Background: an optimization exercise with open tools, aiming at small area and a short achievable clock period. Do not read the settings as production practice. The clock port is modelled as an ideal driver; clocking choices that lean on that would not hold on a real chip.

== old ==
==> flow/design.v <==
module letter_tx_queue #(
    parameter int unsigned WIDTH        = 5,
    parameter int unsigned DEPTH        = 1000,
    parameter int unsigned OVERWRITE    = 0,
    parameter int unsigned BUSY_TIMEOUT = 1000
) (
    input  logic                       clk_in,
    input  logic                       rst_in,
    input  logic                       flush_in,
    input  logic                       data_valid_in,
    input  logic [WIDTH-1:0]           data_in,
    input  logic                       tx_busy_in,
    output logic                       tx_valid_out,
    output logic [WIDTH-1:0]           tx_data_out,
    output logic                       full_out,
    output logic                       empty_out,
    output logic [$clog2(DEPTH+1)-1:0] count_out,
    output logic                       overflow_out,
    output logic                       timeout_out
);
    localparam int unsigned CNT_W = $clog2(DEPTH + 1);
    localparam int unsigned TMR_W = $clog2(BUSY_TIMEOUT + 1);
    localparam int unsigned RL    = 20;              
    localparam int unsigned PD    = 5;               
    localparam int unsigned NR    = DEPTH / RL;      
    localparam int unsigned SW    = $clog2(RL);
    localparam int unsigned GW    = (NR > 1) ? $clog2(NR) : 1;
    localparam int unsigned TGW   = (GW > 4) ? 4 : GW;
    localparam int unsigned TG    = 2 ** TGW;
    localparam int unsigned NTG   = (NR + TG - 1) / TG;
    localparam int unsigned THW   = (NTG > 1) ? $clog2(NTG) : 1;
    localparam int unsigned WLW   = GW / 2;
    localparam int unsigned WL    = 2 ** WLW;
    localparam int unsigned NWH   = (NR + WL - 1) / WL;
    typedef enum logic [2:0] {IDLE, FETCH, ISSUE, WAIT_BUSY, WAIT_DONE} state_t;
    state_t           state_q, state_next;
    logic [TMR_W-1:0] timer_q;
    logic [CNT_W-1:0] count_next;
    logic             full_next, empty_next;
    logic             pop_c, push_c, drop_c, timeout_c;
    logic [SW-1:0]    ph_q;                  
    logic [GW-1:0]    wr_g_q;                
    logic [SW-1:0]    wr_s_q;
    logic [GW-1:0]    wp_g_q;                
    logic [GW-1:0]    fp_g_q;                
    logic [SW-1:0]    fp_s_q;
    logic [PD-1:0]    fp_m_q;                
    logic [PD-1:0]    rd_m_q;                
    logic [PD-1:0]    npf_q;                 
    logic [CNT_W-1:0] nf_q;                  
    logic             nfz_q;                 
    logic             nfl_q;                 
    logic             fpv_q;                 
    logic             fvis_q;                
    logic [RL-1:0][WIDTH-1:0] pb_q;          
    logic [RL-1:0]            pv_q;          
    logic [PD-1:0][WIDTH-1:0] pf_q;          
    logic [NWH-1:0]   wsh_q;                 
    logic [WL-1:0]    wsl_q;                 
    logic [WIDTH-1:0] wd_q;
    logic                       tv_q;
    logic [PD-1:0]              tm_q;
    logic [THW-1:0]             th_q;
    logic [NTG-1:0][WIDTH-1:0]  tp_q;
    logic [RL-1:0][NR-1:0][WIDTH-1:0] ring_q;
    logic [SW-1:0]    ph_next, fp_s_inc, fp_s_next;
    logic [GW-1:0]    wp_g_next;
    logic             we_c, fetch_c, tfetch_c, pfetch_c, wv_next;
    logic [NTG-1:0][WIDTH-1:0] tp_c;
    always_comb begin
        state_next = state_q;
        timeout_c  = 1'b0;
        pop_c      = 1'b0;
        unique case (state_q)
            IDLE:      if (!empty_out) state_next = FETCH;
            FETCH:     state_next = ISSUE;
            ISSUE: begin
                pop_c      = 1'b1;
                state_next = WAIT_BUSY;
            end
            WAIT_BUSY: begin
                if (tx_busy_in) begin
                    state_next = WAIT_DONE;
                end else if (timer_q >= TMR_W'(BUSY_TIMEOUT - 1)) begin
                    timeout_c  = 1'b1;
                    state_next = IDLE;
                end
            end
            WAIT_DONE: if (!tx_busy_in) state_next = IDLE;
            default:   state_next = IDLE;
        endcase
        push_c = data_valid_in && (!full_out || pop_c);
        drop_c = data_valid_in && full_out && !pop_c;
        if (push_c && !pop_c) begin
            count_next = count_out + CNT_W'(1);
            full_next  = (count_out == CNT_W'(DEPTH - 1));
            empty_next = 1'b0;
        end else if (!push_c && pop_c) begin
            count_next = count_out - CNT_W'(1);
            full_next  = 1'b0;
            empty_next = (count_out == CNT_W'(1));
        end else begin
            count_next = count_out;
            full_next  = full_out;
            empty_next = empty_out;
        end
    end
    always_comb begin
        we_c      = wsh_q != '0;
        ph_next   = (ph_q == SW'(RL - 1)) ? '0 : ph_q + SW'(1);
        wp_g_next = wp_g_q;
        if (we_c && ph_q == SW'(RL - 1))
            wp_g_next = (wp_g_q == GW'(NR - 1)) ? '0 : wp_g_q + GW'(1);
        wv_next   = pv_q[ph_next] || (push_c && wr_s_q == ph_next);
        if (flush_in) begin
            wp_g_next = '0;
            wv_next   = 1'b0;
        end
    end
    always_comb begin
        fetch_c  = !npf_q[PD-1] && nfz_q && ((fpv_q && nfl_q) || fvis_q);
        pfetch_c = fetch_c && fpv_q && nfl_q;
        tfetch_c = fetch_c && !(fpv_q && nfl_q);
        fp_s_inc = (fp_s_q == SW'(RL - 1)) ? '0 : fp_s_q + SW'(1);
        fp_s_next = fetch_c ? fp_s_inc : fp_s_q;
        for (int h = 0; h < NTG; h++) begin
            tp_c[h] = '0;
            for (int i = 0; i < TG; i++)
                if (h * TG + i < NR && fp_g_q[TGW-1:0] == TGW'(i)) tp_c[h] = ring_q[0][h * TG + i];
        end
    end
    always_ff @(posedge clk_in or negedge rst_in) begin
        if (!rst_in) begin
            state_q      <= IDLE;
            ph_q         <= '0;
            wr_g_q       <= '0;
            wr_s_q       <= '0;
            wp_g_q       <= '0;
            fp_g_q       <= '0;
            fp_s_q       <= '0;
            fp_m_q       <= PD'(1);
            rd_m_q       <= PD'(1);
            npf_q        <= '0;
            nf_q         <= '0;
            nfz_q        <= 1'b0;
            nfl_q        <= 1'b1;
            fpv_q        <= 1'b0;
            fvis_q       <= 1'b0;
            pv_q         <= '0;
            wsh_q        <= '0;
            wsl_q        <= '0;
            tv_q         <= 1'b0;
            timer_q      <= '0;
            count_out    <= '0;
            full_out     <= 1'b0;
            empty_out    <= 1'b1;
            tx_valid_out <= 1'b0;
            tx_data_out  <= '0;
            overflow_out <= 1'b0;
            timeout_out  <= 1'b0;
        end else begin
            ph_q   <= ph_next;
            wp_g_q <= wp_g_next;
            for (int h = 0; h < NWH; h++)
                wsh_q[h] <= wv_next && (wp_g_next / GW'(WL) == GW'(h));
            for (int l = 0; l < WL; l++)
                wsl_q[l] <= (wp_g_next % GW'(WL) == GW'(l));
            tv_q <= tfetch_c && !flush_in;
            if (flush_in) begin
                state_q      <= IDLE;
                wr_g_q       <= '0;
                wr_s_q       <= '0;
                fp_g_q       <= '0;
                fp_s_q       <= '0;
                fp_m_q       <= PD'(1);
                rd_m_q       <= PD'(1);
                npf_q        <= '0;
                nf_q         <= '0;
                nfz_q        <= 1'b0;
                nfl_q        <= 1'b1;
                fpv_q        <= 1'b0;
                fvis_q       <= (ph_q == '0);
                pv_q         <= '0;
                timer_q      <= '0;
                count_out    <= '0;
                full_out     <= 1'b0;
                empty_out    <= 1'b1;
                tx_valid_out <= 1'b0;
                overflow_out <= 1'b0;
                timeout_out  <= 1'b0;
            end else begin
                state_q <= state_next;
                for (int k = 0; k < RL; k++) begin
                    if (push_c && wr_s_q == SW'(k)) pv_q[k] <= 1'b1;
                    else if (we_c && ph_q == SW'(k)) pv_q[k] <= 1'b0;
                end
                fpv_q <= (push_c && wr_s_q == fp_s_next) ||
                         (pv_q[fp_s_next] && !(we_c && ph_q == fp_s_next));
                if (push_c) begin
                    if (wr_s_q == SW'(RL - 1)) begin
                        wr_s_q <= '0;
                        wr_g_q <= (wr_g_q == GW'(NR - 1)) ? '0 : wr_g_q + GW'(1);
                    end else begin
                        wr_s_q <= wr_s_q + SW'(1);
                    end
                end
                if (fetch_c) begin
                    fp_s_q <= fp_s_inc;
                    if (fp_s_q == SW'(RL - 1))
                        fp_g_q <= (fp_g_q == GW'(NR - 1)) ? '0 : fp_g_q + GW'(1);
                    fp_m_q <= {fp_m_q[PD-2:0], fp_m_q[PD-1]};
                end else begin
                    fvis_q <= (fp_s_q == ph_q);
                end
                if (pop_c) rd_m_q <= {rd_m_q[PD-2:0], rd_m_q[PD-1]};
                if (fetch_c && !pop_c)      npf_q <= {npf_q[PD-2:0], 1'b1};
                else if (!fetch_c && pop_c) npf_q <= {1'b0, npf_q[PD-1:1]};
                if (push_c && !fetch_c) begin
                    nf_q  <= nf_q + CNT_W'(1);
                    nfz_q <= 1'b1;
                    nfl_q <= (nf_q < CNT_W'(RL));
                end else if (!push_c && fetch_c) begin
                    nf_q  <= nf_q - CNT_W'(1);
                    nfz_q <= (nf_q != CNT_W'(1));
                    nfl_q <= (nf_q <= CNT_W'(RL + 1));
                end
                timer_q      <= (state_q == ISSUE || state_q == WAIT_BUSY) ? timer_q + TMR_W'(1) : '0;
                count_out    <= count_next;
                full_out     <= full_next;
                empty_out    <= empty_next;
                tx_valid_out <= (state_q == FETCH);
                if (state_q == FETCH)
                    for (int m = 0; m < PD; m++)
                        if (rd_m_q[m]) tx_data_out <= pf_q[m];
                if (drop_c) overflow_out <= 1'b1;
                timeout_out  <= timeout_c;
            end
        end
    end
    always_ff @(posedge clk_in) begin
        for (int k = 0; k < RL; k++)
            if (wr_s_q == SW'(k)) pb_q[k] <= data_in;
        wd_q <= (wr_s_q == ph_next) ? data_in : pb_q[ph_next];
        tm_q <= fp_m_q;
        th_q <= THW'(fp_g_q >> TGW);
        tp_q <= tp_c;
        for (int m = 0; m < PD; m++) begin
            if (pfetch_c && fp_m_q[m]) pf_q[m] <= pb_q[fp_s_q];
            else if (tv_q && tm_q[m])  pf_q[m] <= tp_q[th_q];
        end
    end
    always_ff @(posedge clk_in) begin
        for (int g = 0; g < NR; g++) begin
            ring_q[0][g] <= (wsh_q[g / WL] && wsl_q[g % WL]) ? wd_q : ring_q[RL-1][g];
            for (int k = 1; k < RL; k++) ring_q[k][g] <= ring_q[k-1][g];
        end
    end
endmodule
Settings: LEC_CHECK=0, ABC_CLOCK_PERIOD_IN_PS=2800, CAP_MARGIN=20, CORE_MARGIN=2, CORE_UTILIZATION=55, SETUP_SLACK_MARGIN=3.0, SLEW_MARGIN=20, SYNTH_MEMORY_MAX_BITS=8192; clock period 5.8 ns.
standard.sh (not shown) runs the stock make flow with config.mk's settings and CLKGATE_MAP_FILE= SYNTH_SCRIPT=/design/flow/synth_recipe.tcl, a recipe that flattens the netlist after the stock synthesis.
==> flow/flow/run.sh <==
#!/bin/bash
set -euo pipefail
cd "$(dirname "$0")/.."
export CTS_ARGS="$(cat flow/cts_args.txt)"
echo "CTS_ARGS=$CTS_ARGS" > flow_cts_args.log
bash standard.sh > flow_standard.log 2>&1
==> flow/flow/cts_args.txt <==
-sink_clustering_enable -repair_clock_nets -dont_use_dummy_load -sink_clustering_size 32 -sink_clustering_max_diameter 70
The following lists how new was set up differently from old:
==> flow/flow/cts_args.txt <==
-sink_clustering_enable -repair_clock_nets -dont_use_dummy_load -sink_clustering_size 36 -sink_clustering_max_diameter 50
## What came out
First-pass GRT wire length: higher on new. From old to new the numbers moved as follows: fmax increased by about 1.2% relative to the old numbers; non-clock buffer count decreased by 1 relative to the old numbers; area of combinational cells with multiple inputs closely matched the old numbers.
No run of this note included a check of the RTL's function; only the layout flow was run.

==> afterwards: timing with drivers on the ports <==
Ports are ideal in the flow. The routed layouts listed here were re-timed in OpenROAD.
Step 1 assumes that a clkbuf_16 drives the clock port and a buf_2 every other input.
Step 2 moves the port delays by t, midway between the first and last clock arrival at a register: inputs arrive t later, outputs are due t later. That takes back most of the time a late clock gives input paths.
a / b / c = ideal / step 1 / step 2; a / b = the first two.
run | shift t [ns] | setup slack, ns | worst setup path at the end | latest minus earliest clock arrival (ns)
old | 0.899 | 3.039 / 3.000 / 2.420 | input to register | 0.113 / 0.112
new | 0.989 | 3.071 / 3.006 / 2.386 | input to register | 0.118 / 0.119
After both steps every run listed still meets setup and hold. For new, which loses most, drivers alone change the setup slack by -0.065 ns; drivers and shift together by -0.685 ns.
